Context: an optimization exercise on an open-source flow, tuned for small area, a short achievable clock period and few clock cycles per item. The choices shown serve that exercise and are no tape-out recipe. At most, simulation tests tie the RTL to the original design; equivalence was not proved. No functional check of the RTL was part of run 2. Power is estimated from default activity; no workload was simulated.

==> flow/design.v <==
package conv_pkg;
    localparam DATA_WIDTH = 8;
    localparam TAPS = 9;
    localparam IN_CHANNELS  = 3;
    localparam OUT_CHANNELS = 9;
    localparam PIXELS = TAPS * IN_CHANNELS;
    localparam PIX_W  = $clog2(PIXELS);
    localparam ACC_WIDTH = 21;
    localparam INPUT_CREDITS = 4;
    localparam OUTPUT_CREDITS = 4;
    localparam PIXEL_MAX = 2 ** DATA_WIDTH - 1;
    localparam IN_FIFO_W = DATA_WIDTH + 1;
endpackage
`timescale 1ns/1ps
module kernel_store (
    input  logic                                                       clk,
    input  logic                                                       rst_n,
    input  logic                                                       head_valid,
    input  logic                                                       head_is_weight,
    input  logic [conv_pkg::DATA_WIDTH-1:0]                            head_data,
    input  logic [conv_pkg::PIX_W-1:0]                                 phase,
    output logic                                                       kernel_pop,
    output logic [conv_pkg::OUT_CHANNELS*conv_pkg::DATA_WIDTH-1:0]     weights,
    output logic [conv_pkg::OUT_CHANNELS*conv_pkg::DATA_WIDTH-1:0]     biases
);
    localparam DW    = conv_pkg::DATA_WIDTH;
    localparam OC    = conv_pkg::OUT_CHANNELS;
    localparam IC    = conv_pkg::IN_CHANNELS;
    localparam TAPS  = conv_pkg::TAPS;
    localparam LEN   = conv_pkg::PIXELS;
    localparam PIX_W = conv_pkg::PIX_W;
    localparam ALIGN_BIAS  = OC - conv_pkg::INPUT_CREDITS;
    localparam ALIGN_PHASE = LEN - conv_pkg::INPUT_CREDITS;
    logic [$clog2(TAPS)-1:0] ld_tap;
    logic [$clog2(IC)-1:0]   ld_ic;
    logic [$clog2(OC)-1:0]   ld_oc;
    logic [PIX_W-1:0]        ld_slot;
    logic                    ld_bias;
    logic [$clog2(OC)-1:0]   ld_bidx;
    logic                    weight_pop;
    logic                    bias_pop;
    logic [$clog2(OC)-1:0]   phase9;
    logic [DW-1:0]           bias_ring [0:OC-1];
    assign weight_pop = head_valid && head_is_weight && !ld_bias && (phase == ld_slot);
    assign bias_pop   = head_valid && head_is_weight && ld_bias && (phase9 == ld_bidx) &&
                        (ld_bidx != ALIGN_BIAS || phase == ALIGN_PHASE);
    always_ff @(posedge clk or negedge rst_n) begin
        if (!rst_n) begin
            phase9 <= '0;
        end else begin
            phase9 <= (phase9 == OC - 1) ? '0 : phase9 + 1'b1;
        end
    end
    assign kernel_pop = weight_pop || bias_pop;
    always_ff @(posedge clk or negedge rst_n) begin
        if (!rst_n) begin
            ld_tap  <= '0;
            ld_ic   <= '0;
            ld_oc   <= '0;
            ld_slot <= '0;
            ld_bias <= 1'b0;
            ld_bidx <= '0;
        end else if (weight_pop) begin
            if (ld_tap != TAPS - 1) begin
                ld_tap  <= ld_tap + 1'b1;
                ld_slot <= ld_slot + IC;
            end else begin
                ld_tap <= '0;
                if (ld_ic != IC - 1) begin
                    ld_ic   <= ld_ic + 1'b1;
                    ld_slot <= ld_ic + 1'b1;
                end else begin
                    ld_ic   <= '0;
                    ld_slot <= '0;
                    if (ld_oc != OC - 1) begin
                        ld_oc <= ld_oc + 1'b1;
                    end else begin
                        ld_oc   <= '0;
                        ld_bias <= 1'b1;
                    end
                end
            end
        end else if (bias_pop) begin
            if (ld_bidx != OC - 1) begin
                ld_bidx <= ld_bidx + 1'b1;
            end else begin
                ld_bidx <= '0;
                ld_bias <= 1'b0;
            end
        end
    end
    always_ff @(posedge clk) begin
        bias_ring[0] <= bias_pop ? head_data : bias_ring[OC-1];
        for (int b = 1; b < OC; b = b + 1) begin
            bias_ring[b] <= bias_ring[b-1];
        end
    end
    genvar g, s;
    generate
        for (g = 0; g < OC; g = g + 1) begin : g_loop
            logic [DW-1:0] ring [0:LEN-1];
            always_ff @(posedge clk) begin
                ring[0] <= (weight_pop && ld_oc == g) ? head_data : ring[LEN-1];
            end
            for (s = 1; s < LEN; s = s + 1) begin : g_stage
                always_ff @(posedge clk) begin
                    ring[s] <= ring[s-1];
                end
            end
            assign weights[g*DW +: DW] = ring[g / 3];
            assign biases[g*DW +: DW] = bias_ring[(OC * 3 - 2 * (g / 3) - (g % 3)) % OC];
        end
    endgenerate
endmodule
`timescale 1ns/1ps
module window_buffer (
    input  logic                            clk,
    input  logic                            rst_n,
    input  logic                            in_valid,
    input  logic [conv_pkg::DATA_WIDTH-1:0] in_data,
    input  logic                            in_is_weight,
    input  logic                            pop,
    output logic                            head_valid,
    output logic                            head_is_weight,
    output logic [conv_pkg::DATA_WIDTH-1:0] head_data,
    output logic                            in_credit
);
    localparam DEPTH = conv_pkg::INPUT_CREDITS;
    localparam W     = conv_pkg::IN_FIFO_W;
    logic [W-1:0]     mem [0:DEPTH-1];
    logic [DEPTH-1:0] full;
    logic [DEPTH-1:0] kept;
    logic [DEPTH-1:0] wr;
    assign head_valid     = full[0];
    assign head_is_weight = mem[0][W-1];
    assign head_data      = mem[0][W-2:0];
    assign kept = pop ? (full >> 1) : full;
    assign wr   = {DEPTH{in_valid}} & ~kept & {kept[DEPTH-2:0], 1'b1};
    always_ff @(posedge clk) begin
        for (int i = 0; i < DEPTH; i = i + 1) begin
            if (wr[i]) begin
                mem[i] <= {in_is_weight, in_data};
            end else if (pop) begin
                mem[i] <= (i == DEPTH - 1) ? mem[i] : mem[i+1];
            end
        end
    end
    always_ff @(posedge clk or negedge rst_n) begin
        if (!rst_n) begin
            full      <= '0;
            in_credit <= 1'b0;
        end else begin
            full      <= kept | wr;
            in_credit <= pop;
        end
    end
endmodule
`timescale 1ns/1ps
module mac_array (
    input  logic                                                    clk,
    input  logic                                                    rst_n,
    input  logic                                                    head_valid,
    input  logic                                                    head_is_weight,
    input  logic [conv_pkg::DATA_WIDTH-1:0]                         head_data,
    input  logic [conv_pkg::PIX_W-1:0]                              phase,
    input  logic                                                    drain_free,
    input  logic [conv_pkg::OUT_CHANNELS*conv_pkg::DATA_WIDTH-1:0]  weights,
    input  logic [conv_pkg::OUT_CHANNELS*conv_pkg::DATA_WIDTH-1:0]  biases,
    output logic                                                    pixel_pop,
    output logic [conv_pkg::OUT_CHANNELS-1:0]                       acc_done,
    output logic [conv_pkg::OUT_CHANNELS*(conv_pkg::DATA_WIDTH+2)-1:0] acc
);
    localparam DW    = conv_pkg::DATA_WIDTH;
    localparam AW    = conv_pkg::ACC_WIDTH;
    localparam OC    = conv_pkg::OUT_CHANNELS;
    localparam LEN   = conv_pkg::PIXELS;
    localparam PIX_W = conv_pkg::PIX_W;
    localparam GROUP  = 3;
    localparam GROUPS = OC / GROUP;
    logic [PIX_W-1:0] next_pixel;
    logic             last_pixel;
    logic [DW-1:0]    pixel_q [0:GROUPS-1];
    logic [GROUPS-1:0] valid_q;
    logic [GROUPS:0]   open_q;
    logic [GROUPS:0]   last_q;
    logic [PIX_W-1:0]  next_pixel_d;
    assign last_pixel = (next_pixel == LEN - 1);
    assign pixel_pop  = head_valid && !head_is_weight && (phase == next_pixel) &&
                        (!last_pixel || drain_free);
    assign next_pixel_d = !pixel_pop ? next_pixel : last_pixel ? '0 : next_pixel + 1'b1;
    always_ff @(posedge clk or negedge rst_n) begin
        if (!rst_n) begin
            next_pixel <= '0;
            last_q     <= '0;
        end else begin
            next_pixel <= next_pixel_d;
            last_q     <= {last_q[GROUPS-1:0], pixel_pop && last_pixel};
        end
    end
    always_ff @(posedge clk) begin
        valid_q    <= {valid_q[GROUPS-2:0], pixel_pop};
        open_q     <= {open_q[GROUPS-1:0], next_pixel_d != '0};
        pixel_q[0] <= pixel_pop ? head_data : '0;
        for (int l = 1; l < GROUPS; l = l + 1) begin
            pixel_q[l] <= pixel_q[l-1];
        end
    end
    for (genvar l = 0; l < OC; l = l + 1) begin : g_done
        assign acc_done[l] = last_q[l / GROUP + 1];
    end
    localparam logic [AW-1:0] WINDOW_K = AW'(-LEN * ((1 << 15) - (1 << 7)));
    localparam PW = 2 * DW;
    localparam SPLIT = 12;
    localparam RW = DW + 2;
    genvar g;
    generate
        for (g = 0; g < OC; g = g + 1) begin : g_lane
            logic [DW-1:0] w;
            logic [DW-1:0] p;
            logic [DW-1:0] b;
            logic [PW-1:0] r [0:DW-1];
            logic [PW-1:0] prod_s;
            logic [PW-1:0] prod_c;
            logic [AW-1:0] base;
            assign w = weights[g*DW +: DW];
            assign p = pixel_q[g / GROUP];
            assign b = biases[g*DW +: DW];
            for (genvar i = 0; i < DW; i = i + 1) begin : g_row
                assign r[i] = PW'({valid_q[g / GROUP] & ~(p[i] & w[DW-1]), {(DW-1){p[i]}} & w[DW-2:0]}) << i;
            end
            logic [PW-1:0] a0, b0, a1, b1, c0, d0, c1, d1, e0, f0, s4, c4;
            assign a0 = r[0] ^ r[1] ^ r[2];
            assign b0 = ((r[0] & r[1]) | (r[0] & r[2]) | (r[1] & r[2])) << 1;
            assign a1 = r[3] ^ r[4] ^ r[5];
            assign b1 = ((r[3] & r[4]) | (r[3] & r[5]) | (r[4] & r[5])) << 1;
            assign c0 = a0 ^ b0 ^ a1;
            assign d0 = ((a0 & b0) | (a0 & a1) | (b0 & a1)) << 1;
            assign c1 = b1 ^ r[6] ^ r[7];
            assign d1 = ((b1 & r[6]) | (b1 & r[7]) | (r[6] & r[7])) << 1;
            assign e0 = c0 ^ d0 ^ c1;
            assign f0 = ((c0 & d0) | (c0 & c1) | (d0 & c1)) << 1;
            assign s4 = e0 ^ f0 ^ d1;
            assign c4 = ((e0 & f0) | (e0 & d1) | (f0 & d1)) << 1;
            always_ff @(posedge clk) begin
                prod_s <= s4;
                prod_c <= c4;
            end
            logic [AW-1:0]       sum_q;
            logic                cy_q;
            logic [AW-1:0]       ts, tc;
            logic [SPLIT:0]      lo;
            logic [AW-SPLIT-1:0] hi;
            assign ts = sum_q ^ AW'(prod_s) ^ AW'(prod_c);
            assign tc = ((sum_q & AW'(prod_s)) | (sum_q & AW'(prod_c)) | (AW'(prod_s) & AW'(prod_c))) << 1;
            assign lo = {1'b0, ts[SPLIT-1:0]} + {1'b0, tc[SPLIT-1:0]};
            assign hi = ts[AW-1:SPLIT] + tc[AW-1:SPLIT] + cy_q;
            always_ff @(posedge clk) begin
                if (open_q[g / GROUP + 1]) begin
                    sum_q <= {hi, lo[SPLIT-1:0]};
                    cy_q  <= lo[SPLIT];
                end else begin
                    sum_q <= AW'({{(AW-DW){b[DW-1]}}, b}) + WINDOW_K;
                    cy_q  <= 1'b0;
                end
            end
            logic hi_ones;
            logic hi_sign;
            logic hi_rest;
            assign hi_ones = &hi[AW-SPLIT-2:0];
            assign hi_sign = hi[AW-SPLIT-1] ^ (lo[SPLIT] & hi_ones);
            assign hi_rest = lo[SPLIT] ? !hi_ones : |hi[AW-SPLIT-2:0];
            assign acc[g*RW +: RW] = {hi_sign, hi_rest | (|lo[SPLIT-1:DW]), lo[DW-1:0]};
        end
    endgenerate
endmodule
`timescale 1ns/1ps
module result_drain (
    input  logic                                                  clk,
    input  logic                                                  rst_n,
    input  logic [conv_pkg::OUT_CHANNELS-1:0]                     acc_done,
    input  logic [conv_pkg::OUT_CHANNELS*(conv_pkg::DATA_WIDTH+2)-1:0] acc,
    input  logic                                                  out_credit,
    output logic                                                  drain_free,
    output logic                                                  out_valid,
    output logic [conv_pkg::DATA_WIDTH-1:0]                       out_data
);
    localparam DW   = conv_pkg::DATA_WIDTH;
    localparam AW   = conv_pkg::ACC_WIDTH;
    localparam OC   = conv_pkg::OUT_CHANNELS;
    localparam CH_W = $clog2(OC);
    localparam CR_W = $clog2(conv_pkg::OUTPUT_CREDITS + 1);
    logic [DW+1:0]   result [0:OC-1];
    logic [DW+1:0]   head;
    logic            holding;
    logic [OC-1:0]   send_ch;
    logic [CR_W-1:0] credits;
    logic            send;
    assign send       = holding && (credits != '0);
    assign drain_free = !holding;
    genvar g;
    generate
        for (g = 0; g < OC; g = g + 1) begin : g_clamp
            always_ff @(posedge clk) begin
                if (acc_done[g]) begin
                    result[g] <= acc[g*(DW+2) +: DW+2];
                end
            end
        end
    endgenerate
    always_comb begin
        head = '0;
        for (int c = 0; c < OC; c = c + 1) begin
            head = head | ({(DW+2){send_ch[c]}} & result[c]);
        end
    end
    always_ff @(posedge clk) begin
        out_data <= head[DW+1] ? {DW{1'b0}} : head[DW] ? {DW{1'b1}} : head[DW-1:0];
    end
    always_ff @(posedge clk or negedge rst_n) begin
        if (!rst_n) begin
            holding   <= 1'b0;
            send_ch   <= '0;
            credits   <= conv_pkg::OUTPUT_CREDITS;
            out_valid <= 1'b0;
        end else begin
            credits   <= credits + out_credit - send;
            out_valid <= send;
            if (acc_done[0]) begin
                holding <= 1'b1;
                send_ch <= OC'(1);
            end else if (send) begin
                holding <= !send_ch[OC-1];
                send_ch <= send_ch << 1;
            end
        end
    end
endmodule
`timescale 1ns/1ps
module conv_engine_top (
    input  logic                            clk,
    input  logic                            rst_n,
    input  logic                            in_valid,
    input  logic [conv_pkg::DATA_WIDTH-1:0] in_data,
    input  logic                            in_is_weight,
    input  logic                            out_credit,
    output logic                            in_credit,
    output logic                            out_valid,
    output logic [conv_pkg::DATA_WIDTH-1:0] out_data
);
    localparam DW    = conv_pkg::DATA_WIDTH;
    localparam AW    = conv_pkg::ACC_WIDTH;
    localparam OC    = conv_pkg::OUT_CHANNELS;
    localparam LEN   = conv_pkg::PIXELS;
    localparam PIX_W = conv_pkg::PIX_W;
    logic                 head_valid;
    logic                 head_is_weight;
    logic [DW-1:0]        head_data;
    logic                 kernel_pop;
    logic                 pixel_pop;
    logic [PIX_W-1:0]     phase;
    logic [OC*DW-1:0]     weights;
    logic [OC*DW-1:0]     biases;
    logic                 drain_free;
    logic [OC-1:0]        acc_done;
    logic [OC*(DW+2)-1:0] acc;
    always_ff @(posedge clk or negedge rst_n) begin
        if (!rst_n) begin
            phase <= '0;
        end else begin
            phase <= (phase == LEN - 1) ? '0 : phase + 1'b1;
        end
    end
    window_buffer u_fifo (
        .clk           (clk),
        .rst_n         (rst_n),
        .in_valid      (in_valid),
        .in_data       (in_data),
        .in_is_weight  (in_is_weight),
        .pop           (kernel_pop || pixel_pop),
        .head_valid    (head_valid),
        .head_is_weight(head_is_weight),
        .head_data     (head_data),
        .in_credit     (in_credit)
    );
    kernel_store u_kernel_store (
        .clk           (clk),
        .rst_n         (rst_n),
        .head_valid    (head_valid),
        .head_is_weight(head_is_weight),
        .head_data     (head_data),
        .phase         (phase),
        .kernel_pop    (kernel_pop),
        .weights       (weights),
        .biases        (biases)
    );
    mac_array u_mac_array (
        .clk           (clk),
        .rst_n         (rst_n),
        .head_valid    (head_valid),
        .head_is_weight(head_is_weight),
        .head_data     (head_data),
        .phase         (phase),
        .drain_free    (drain_free),
        .weights       (weights),
        .biases        (biases),
        .pixel_pop     (pixel_pop),
        .acc_done      (acc_done),
        .acc           (acc)
    );
    result_drain u_result_drain (
        .clk        (clk),
        .rst_n      (rst_n),
        .acc_done   (acc_done),
        .acc        (acc),
        .out_credit (out_credit),
        .drain_free (drain_free),
        .out_valid  (out_valid),
        .out_data   (out_data)
    );
endmodule
==> flow/flow/run.sh <==
#!/bin/bash
# Standard layout, with the port buffers made of plain buf_4 cells instead
# of the flow's default pick, a slow delay buffer.
set -euo pipefail
export BUFFER_PORTS_ARGS="-buffer_cell sky130_fd_sc_hd__buf_4"
bash standard.sh > standard_flow.log 2>&1
==> flow/standard.sh <==
#!/bin/bash
# synth_recipe.tcl (not shown) runs the flow's synth.tcl, then flattens the netlist and writes it again
# the make line also repeats each setting of config.mk as NAME=value (left out here)
make -C /OpenROAD-flow-scripts/flow DESIGN_CONFIG=/design/flow/config.mk WORK_HOME=/design/flow/orfs CLKGATE_MAP_FILE= SYNTH_SCRIPT=/design/flow/synth_recipe.tcl "${@:-finish}"
==> flow/config.mk <==
export PLATFORM = sky130hd
export DESIGN_NAME = conv_engine_top
export DESIGN_NICKNAME = conv_engine_top
export VERILOG_FILES = /design/flow/design.v
export SDC_FILE = /design/flow/constraint.sdc
export NUM_CORES = 4
export LEC_CHECK = 0
export CAP_MARGIN = 5
export CORE_MARGIN = 2
export CORE_UTILIZATION = 60
export CTS_CLUSTER_DIAMETER = 100
export CTS_CLUSTER_SIZE = 30
export SETUP_SLACK_MARGIN = 0.5
export SLEW_MARGIN = 5
==> flow/constraint.sdc <==
create_clock -name core_clock -period 13.0 [get_ports {clk}]
set_input_delay 2.6000 -clock core_clock [delete_from_list [all_inputs] [get_ports {clk}]]
set_output_delay 2.6000 -clock core_clock [all_outputs]
set_load 0.01 [all_outputs]
==> results.json, run 1 <==
{
  "slew_headroom": 0.1979,
  "antenna_found_initial": 20,
  "drive_above_1_share": 0.06206,
  "io_pins": 23,
  "grt-ovfl-total": 0,
  "crit_chain": "buf_4",
  "worstSetupPathType": "reg -> out",
  "worst_pin_slew_ns": 1.202,
  "cpMaxStageDelayCell": "dfrtp_1",
  "ys_ff_latch": 2670,
  "dr.pass1.iters": 7,
  "syn_avg_cell_area_sq_um": 13.98,
  "critPathBufInv": 1,
  "critPathMaxFanout": 1,
  "initial_core_util": 0.6056,
  "yosys-top-cells-count": "dfxtp_1, nand2_1, fa_1, inv_1, ha_1",
  "required_ns": 10.40,
  "post-cts-setup-buffer-count": 0,
  "drc": 0,
  "ff2ff_setup_slack_ns": 9.41,
  "synthesis.nets": 6695,
  "grt_pass1_vias": 39570,
  "grtUsageTotal": 0.1996,
  "cp-end-kind": "output port",
  "synthArstFlopShare": 0.02135,
  "post_drt_wl_per_cell_microns": 17.78,
  "core.rowCount": 135,
  "grt_max_degree": 58,
  "maxCapViolCount": 0,
  "grt_pass1_wl_microns": 218400,
  "clk_latency_ns": 0.76,
  "clk_pin_slew_ns": 0.12,
  "period_needed_ns": 3.854,
  "finClkSkew_ns": 0.03673,
  "ys_seq_area_frac": 0.6688,
  "numClockSinks": 2670,
  "min_to": "u_kernel_store.g_loop[8].ring[2][3]",
  "hold_buffers": 0,
  "core_sq_um": 135800,
  "min_from": "u_kernel_store.g_loop[8].ring[1][3]",
  "hold_ws_ns": 0.3122,
  "cts_root_buf": "clkbuf_16",
  "crit_arrival_ns": 1.25,
  "placed_cells": 7594,
  "yosysWarningCount": 27,
  "die_x_microns": 374.2,
  "status": "complete, no violations",
  "h-tree-depth": 3,
  "cts_buffers": 100,
  "clockBufferDepth": 3,
  "finalMaxSlewViolations": 0,
  "setup-tns-final_ns": 0,
  "yosysMostFrequentCell": "dfxtp_1",
  "max_stage_delay_ns": 0.38,
  "vias": 39220,
  "fin_crit_sh": 0.2965,
  "syn_inst": 5882,
  "startpoint_type": "flip-flop",
  "synth.top_cell.area_share": 0.6054,
  "routed_wl_microns": 137600,
  "r2r-end": "u_fifo.mem[0][2]",
  "ctsResizeCount": 0,
  "hold_class": "reg -> reg",
  "fillers": 10300,
  "synthToLayoutAreaGrowth_pct": 6.150,
  "synthTopCellsByArea": "dfxtp_1, fa_1, ha_1",
  "hold_viol": 0,
  "cp_top_family": "flip-flops",
  "dieArea_sq_um": 140000,
  "r2r_cells": 9,
  "drtIter0Drc": 2314,
  "hold_path_depth": 0,
  "synth_area_sq_um": 82240,
  "setup_viol": 0,
  "ant_nets": 0,
  "max_freq_mhz": 259.5,
  "synth_top_flop_cell": "dfxtp_1",
  "r2r-start": "u_mac_array.next_pixel[0]",
  "fp.dieH_microns": 374.2,
  "rsz0062_at_grt": "no",
  "port_buffers": 22,
  "gp_congestion": 0.8539,
  "p_total_mw": 14.26,
  "cts_tree": "yes",
  "ir_worst_vdd_v": 0.0001510,
  "synth_top_area_cell": "dfxtp_1",
  "ys_types": 82,
  "nets": 6728,
  "powerDensity_nw_per_um2": 163.4,
  "hpwl_microns": 92570,
  "synth-edff-count": 126,
  "leakage_nw": 36.89,
  "stdcell_count": 7735,
  "viasPerCell": 5.071
}
==> kinds of logic (layout without fill, tap and decap cells) <==
logic type	count (synthesis)	count (layout)	synth area share
adder cells (fa/ha/maj)	800	800	0.1635
flip-flops	2670	2670	0.6688
AO/OA/AOI/OAI	488	488	0.04041
buffers and inverters	495	559	0.02272
other	0	8	0
XOR/XNOR	155	155	0.01651
AND/OR/NAND/NOR	1102	1102	0.06462
multiplexers	172	172	0.02345
==> cell type report <==
class / count / area (sq um) / share of cell area
Sequential cell: 2670 / 55000 / 0.6301
Multi-Input combinational cell: 2717 / 25370 / 0.2906
Clock buffer: 122 / 2616 / 0.02997
Tap cell: 1781 / 2228 / 0.02553
Inverter: 364 / 1371 / 0.01571
Timing Repair Buffer: 62 / 465.4 / 0.005332
Clock inverter: 11 / 219.0 / 0.002508
Antenna cell: 8 / 20.02 / 0.0002293
==> cells in the final DEF (no fill, tap or decap), drive strengths merged, types with 122 or more instances in the layout <==
| cell type | n |
|---|---|
| ha | 342 |
| edfxtp | 126 |
| nor2 | 140 |
| dfxtp | 2487 |
| inv | 364 |
| nand2 | 516 |
| clkbuf | 122 |
| fa | 458 |
| and2 | 226 |
| mux2 | 165 |
==> metal layers <==
layer,vias to the layer above,share of wire,track usage
met5,-,0,0
met4,0,0.025,0.05386
met3,185,0.049,0.02869
met2,763,0.42,0.3000
met1,19300,0.50,0.3040
li1,18970,-,-
==> through the flow <==
step	setup slack (ns)	cell area, sq um	util
2_1_floorplan	8.844	82240	-
6_report	9.146	87300	0.6428
4_1_cts	9.067	87280	0.6426
3_3_place_gp	8.863	84440	0.6218
3_5_place_dp	8.736	84440	0.6218
5_1_grt	9.056	87280	0.6426
==> how the worst max path moves through the flow <==
stage                     cells past startpoint                to                      from
after floorplan                               3  u_fifo.mem[2][0]                  in_valid
after global placement                        3  u_fifo.mem[2][3]                  in_valid
after detailed placement                      3  u_fifo.mem[2][3]                  in_valid
after CTS                                     1         out_valid  u_result_drain.out_valid
after global routing                          1         in_credit          u_fifo.in_credit
final                                         1         out_valid  u_result_drain.out_valid
==> registers in the layout (all words and copies together), names as in the netlist, 3 cells and up <==
signal / cells
phase: 5
u_kernel_store.ld_oc: 4
u_fifo.full: 4
u_fifo.mem: 36
u_kernel_store.bias_ring: 72
u_mac_array.g_lane.sum_q: 189
u_mac_array.valid_q: 3
u_mac_array.open_q: 4
u_result_drain.send_ch: 9
u_mac_array.next_pixel: 5
u_kernel_store.g_loop.ring: 1944
u_result_drain.credits: 3
u_kernel_store.ld_tap: 4
u_result_drain.out_data: 8
u_mac_array.g_lane.prod_s: 135
u_kernel_store.phase9: 4
u_kernel_store.ld_bidx: 4
u_mac_array.last_q: 4
u_mac_array.pixel_q: 24
u_result_drain.result: 90
u_kernel_store.ld_slot: 5
u_mac_array.g_lane.prod_c: 99
u_mac_array.g_lane.cy_q: 9
==> report_power, final <==
group	switching, mW	internal (mW)
combinational	1.01	0.746
clock	2.32	1.46
sequential	0.175	8.55
total	3.50	10.8
Testbench counts, summed over its fixed seeds: cycles 8,752, windows 320.
==> inputs of run 2 (changes only) <==
--- a/flow/design.v
+++ b/flow/design.v
@@ -5,6 +5,7 @@
     localparam OUT_CHANNELS = 9;
     localparam PIXELS = TAPS * IN_CHANNELS;
     localparam PIX_W  = $clog2(PIXELS);
+    localparam LANE_GROUP = 9;
     localparam ACC_WIDTH = 21;
     localparam INPUT_CREDITS = 4;
     localparam OUTPUT_CREDITS = 4;
@@ -107,8 +108,8 @@
                     ring[s] <= ring[s-1];
                 end
             end
-            assign weights[g*DW +: DW] = ring[g / 3];
-            assign biases[g*DW +: DW] = bias_ring[(OC * 3 - 2 * (g / 3) - (g % 3)) % OC];
+            assign weights[g*DW +: DW] = ring[g / conv_pkg::LANE_GROUP];
+            assign biases[g*DW +: DW] = bias_ring[(OC + g / conv_pkg::LANE_GROUP - g) % OC];
         end
     endgenerate
 endmodule
@@ -175,7 +176,7 @@
     localparam OC    = conv_pkg::OUT_CHANNELS;
     localparam LEN   = conv_pkg::PIXELS;
     localparam PIX_W = conv_pkg::PIX_W;
-    localparam GROUP  = 3;
+    localparam GROUP  = conv_pkg::LANE_GROUP;
     localparam GROUPS = OC / GROUP;
     logic [PIX_W-1:0] next_pixel;
     logic             last_pixel;
@@ -194,12 +195,12 @@
             last_q     <= '0;
         end else begin
             next_pixel <= next_pixel_d;
-            last_q     <= {last_q[GROUPS-1:0], pixel_pop && last_pixel};
+            last_q     <= (GROUPS+1)'({last_q, pixel_pop && last_pixel});
         end
     end
     always_ff @(posedge clk) begin
-        valid_q    <= {valid_q[GROUPS-2:0], pixel_pop};
-        open_q     <= {open_q[GROUPS-1:0], next_pixel_d != '0};
+        valid_q    <= GROUPS'({valid_q, pixel_pop});
+        open_q     <= (GROUPS+1)'({open_q, next_pixel_d != '0});
         pixel_q[0] <= pixel_pop ? head_data : '0;
         for (int l = 1; l < GROUPS; l = l + 1) begin
             pixel_q[l] <= pixel_q[l-1];
==> flow/config.mk (replaced) <==
export PLATFORM = sky130hd
export DESIGN_NAME = conv_engine_top
export DESIGN_NICKNAME = conv_engine_top
export VERILOG_FILES = /design/flow/design.v
export SDC_FILE = /design/flow/constraint.sdc
export NUM_CORES = 4
export LEC_CHECK = 0
export CAP_MARGIN = 20
export CORE_MARGIN = 2
export CORE_UTILIZATION = 60
export CTS_CLUSTER_DIAMETER = 70
export CTS_CLUSTER_SIZE = 30
export SETUP_SLACK_MARGIN = 0.5
export SLEW_MARGIN = 20
==> run 2 against run 1 <==
Compared with the run above: critical path depth up 6; non-clock buffer count down 17; worst hold slack worse by 0.0066 ns; combinational power about the same.
==> results.json, run 2 <==
{
  "powerDensity_nw_per_um2": 171.4,
  "setup-tns-final_ns": 0,
  "maxCapViolCount": 0,
  "routed_wl_microns": 137500,
  "synth_top_flop_cell": "dfxtp_1",
  "pre_cts_slack_ns": 8.695,
  "synthesis.nets": 6683,
  "hpwl_microns": 89360,
  "dieArea_sq_um": 139400,
  "synthTopCellsByArea": "dfxtp_1, fa_1, ha_1",
  "hold_class": "reg -> reg",
  "initial_core_util": 0.6042,
  "critPathMaxFanout": 40,
  "mostFrequentLayoutCell": "dfxtp_1",
  "grt-ovfl-total": 0,
  "clockBufferDepth": 3,
  "worstSetupPathType": "reg -> reg",
  "vias": 39360,
  "finalMaxSlewViolations": 0,
  "fin_util": 0.6512,
  "rsz0062_at_grt": "no",
  "yosys-top-cells-count": "dfxtp_1, nand2_1, fa_1, inv_1, ha_1",
  "reg_top3": "u_kernel_store.g_loop.ring (1944), u_mac_array.g_lane.sum_q (189), u_mac_array.g_lane.prod_s (135)",
  "io_pins": 23,
  "synth_area_sq_um": 81850,
  "required_ns": 13.61,
  "clk_pin_slew_ns": 0.10,
  "cts_tree": "yes",
  "slew_headroom": 0.2072,
  "cp-end-kind": "flip-flop",
  "antenna_found_initial": 13,
  "yosysWarningCount": 27,
  "numClockSinks": 2648,
  "ys_seq_area_frac": 0.6665,
  "regMostFlops": "u_kernel_store.g_loop.ring",
  "synthToLayoutAreaGrowth_pct": 7.781,
  "fp.dieH_microns": 373.3,
  "min_from": "u_kernel_store.g_loop[4].ring[2][4]",
  "synth.top_cell.area_share": 0.6034,
  "cts_root_buf": "clkbuf_16",
  "leakage_nw": 37.44,
  "status": "complete, no violations",
  "drc": 0,
  "synthArstFlopShare": 0.02077,
  "largest_reg_flops": 1944,
  "grt_pass1_vias": 40450,
  "clk_latency_ns": 0.77,
  "grtUsageTotal": 0.2046,
  "ctsResizeCount": 0,
  "startpoint_type": "flip-flop",
  "period_needed_ns": 4.038,
  "port_buffers": 22,
  "syn_avg_cell_area_sq_um": 13.95,
  "ir_worst_vdd_v": 0.0001553,
  "gp_congestion": 0.8536,
  "worst_pin_slew_ns": 1.189,
  "setup_slack_ns": 8.962,
  "h-tree-depth": 4,
  "ys_ff_latch": 2648,
  "core.rowCount": 135,
  "post_drt_wl_per_cell_microns": 17.73,
  "ant_nets": 0,
  "hold_viol": 0,
  "synth-edff-count": 126,
  "synth_top_area_cell": "dfxtp_1",
  "fin_crit_sh": 0.3106,
  "grt_max_degree": 73,
  "r2r-start": "u_mac_array.pixel_q[0][4]",
  "die_x_microns": 373.3,
  "cts_buffers": 132,
  "post_dp_cell_area_sq_um": 83860,
  "placed_cells": 7548,
  "dr.pass1.iters": 5,
  "crit_arrival_ns": 4.65,
  "finalInstanceArea_sq_um": 88220,
  "drtIter0Drc": 2244,
  "finClkSkew_ns": 0.04449,
  "syn_inst": 5868,
  "yosysMostFrequentCell": "dfxtp_1",
  "stdcell_count": 7756,
  "ys_types": 87,
  "viasPerCell": 5.075,
  "mostFrequentLayoutCells": "dfxtp_1, nand2_1, fa_1",
  "core_sq_um": 135500,
  "setup_viol": 0,
  "max_freq_mhz": 247.7,
  "drive_above_1_share": 0.07366,
  "hold_buffers": 0,
  "startpoint": "u_mac_array.pixel_q[0][4]",
  "grt_pass1_wl_microns": 222400,
  "post-cts-setup-buffer-count": 0,
  "nets": 6716
}
## run 2: through the flow
step	power, mW	hold WS, ns
after floorplan	10.13	0.3096
after global placement	10.55	0.3095
after detailed placement	10.58	0.3121
after CTS	15.29	0.2981
after global routing	15.86	0.3012
final	15.12	0.3056
## run 2: cells by family after synthesis
logic type                 count (synthesis)  share of synthesized area
DFF                                     2648                     0.6665
xor gates and xnor gates                 149                    0.01594
and+or+nand+nor                         1087                    0.06433
muxes                                    168                    0.02343
buffers and inverters                    515                    0.02397
adders and majority gates                802                     0.1648
AOI/OAI and AO/OA                        499                    0.04108
## run 2: where the power goes
| part | internal [mW] | total [mW] | switching (mW) |
|---|---|---|---|
| combinational | 0.739 | 1.74 | 1.00 |
| clock | 2.07 | 4.73 | 2.66 |
| sequential | 8.47 | 8.65 | 0.180 |
| total | 11.3 | 15.1 | 3.84 |
## run 2: routing by layer
metal	wire (microns)	up-vias	global-route usage	part of all wire
met2	60340	787	0.3131	0.44
met3	7640	190	0.03724	0.056
met5	13	-	0	0.000095
met4	3474	2	0.05851	0.025
li1	-	18930	-	-
met1	66050	19450	0.3002	0.48
## run 2: layout make-up
class | instances | area [sq um]
Sequential cell | 2648 | 54570
Fill cell | 10110 | 47250
Multi-Input combinational cell | 2705 | 25340
Clock buffer | 141 | 3390
Tap cell | 1781 | 2228
Inverter | 369 | 1389
Clock inverter | 65 | 959.7
Timing Repair Buffer | 45 | 337.8
Antenna cell | 2 | 5.005
## run 2: path summary, 6_finish.rpt
| kind | slack (ns) | cells past startpoint | endpoint |
|---|---|---|---|
| worst max-delay path | 8.96 | 7 | u_mac_array.g_lane[4].prod_s[7] |
| worst min-delay path | 0.31 | 0 | u_kernel_store.g_loop[4].ring[3][4] |
| worst max register to register | 8.96 | 7 | u_mac_array.g_lane[4].prod_s[7] |
| worst min register to register | 0.31 | 0 | u_kernel_store.g_loop[4].ring[3][4] |
| max in group asynchronous | 10.45 | 1 | u_mac_array.last_q[1] |
| min in group asynchronous | 1.91 | 1 | u_fifo.full[1] |
## run 2: critical path, cell delays in order (launching register included)
cell and delay [ns]:
dfxtp_2 0.87, buf_4 0.70, nand2_1 0.17, fa_1 0.52, fa_1 0.53, fa_1 0.51, inv_1 0.05, fa_1 0.42

## what the ideal ports hide
No port has a modelled driver above. Below, the same layouts with a new extraction and two added sets of constraints. Step 1 sets driving cells, clkbuf_16 on the clock port and buf_2 on the other inputs (assumed; they add their load-dependent delay and slew). Step 2, shift: input delay + t, output delay - t, t = (earliest + latest rising clock arrival at the registers) / 2. This alone moves slack from input paths to output paths. Slacks: ideal / step 1 / step 2; pairs: ideal / step 1.
run | t (ns) | slack for setup (ns) | clock arrival spread, ns | slew at the worst register clock pin (ns) | worst slew at a driven data input, ns
run 1 | 0.819 | 9.146 / 9.069 / 9.026 | 0.037 / 0.038 | 0.12 / 0.12 | 0.03
run 2 | 0.819 | 8.962 / 8.962 / 8.944 | 0.051 / 0.050 | 0.11 / 0.11 | 0.05
After both steps setup and hold are still met in every run listed. For run 1, which loses most, drivers alone change the setup slack by -0.077 ns; drivers and shift together by -0.120 ns.
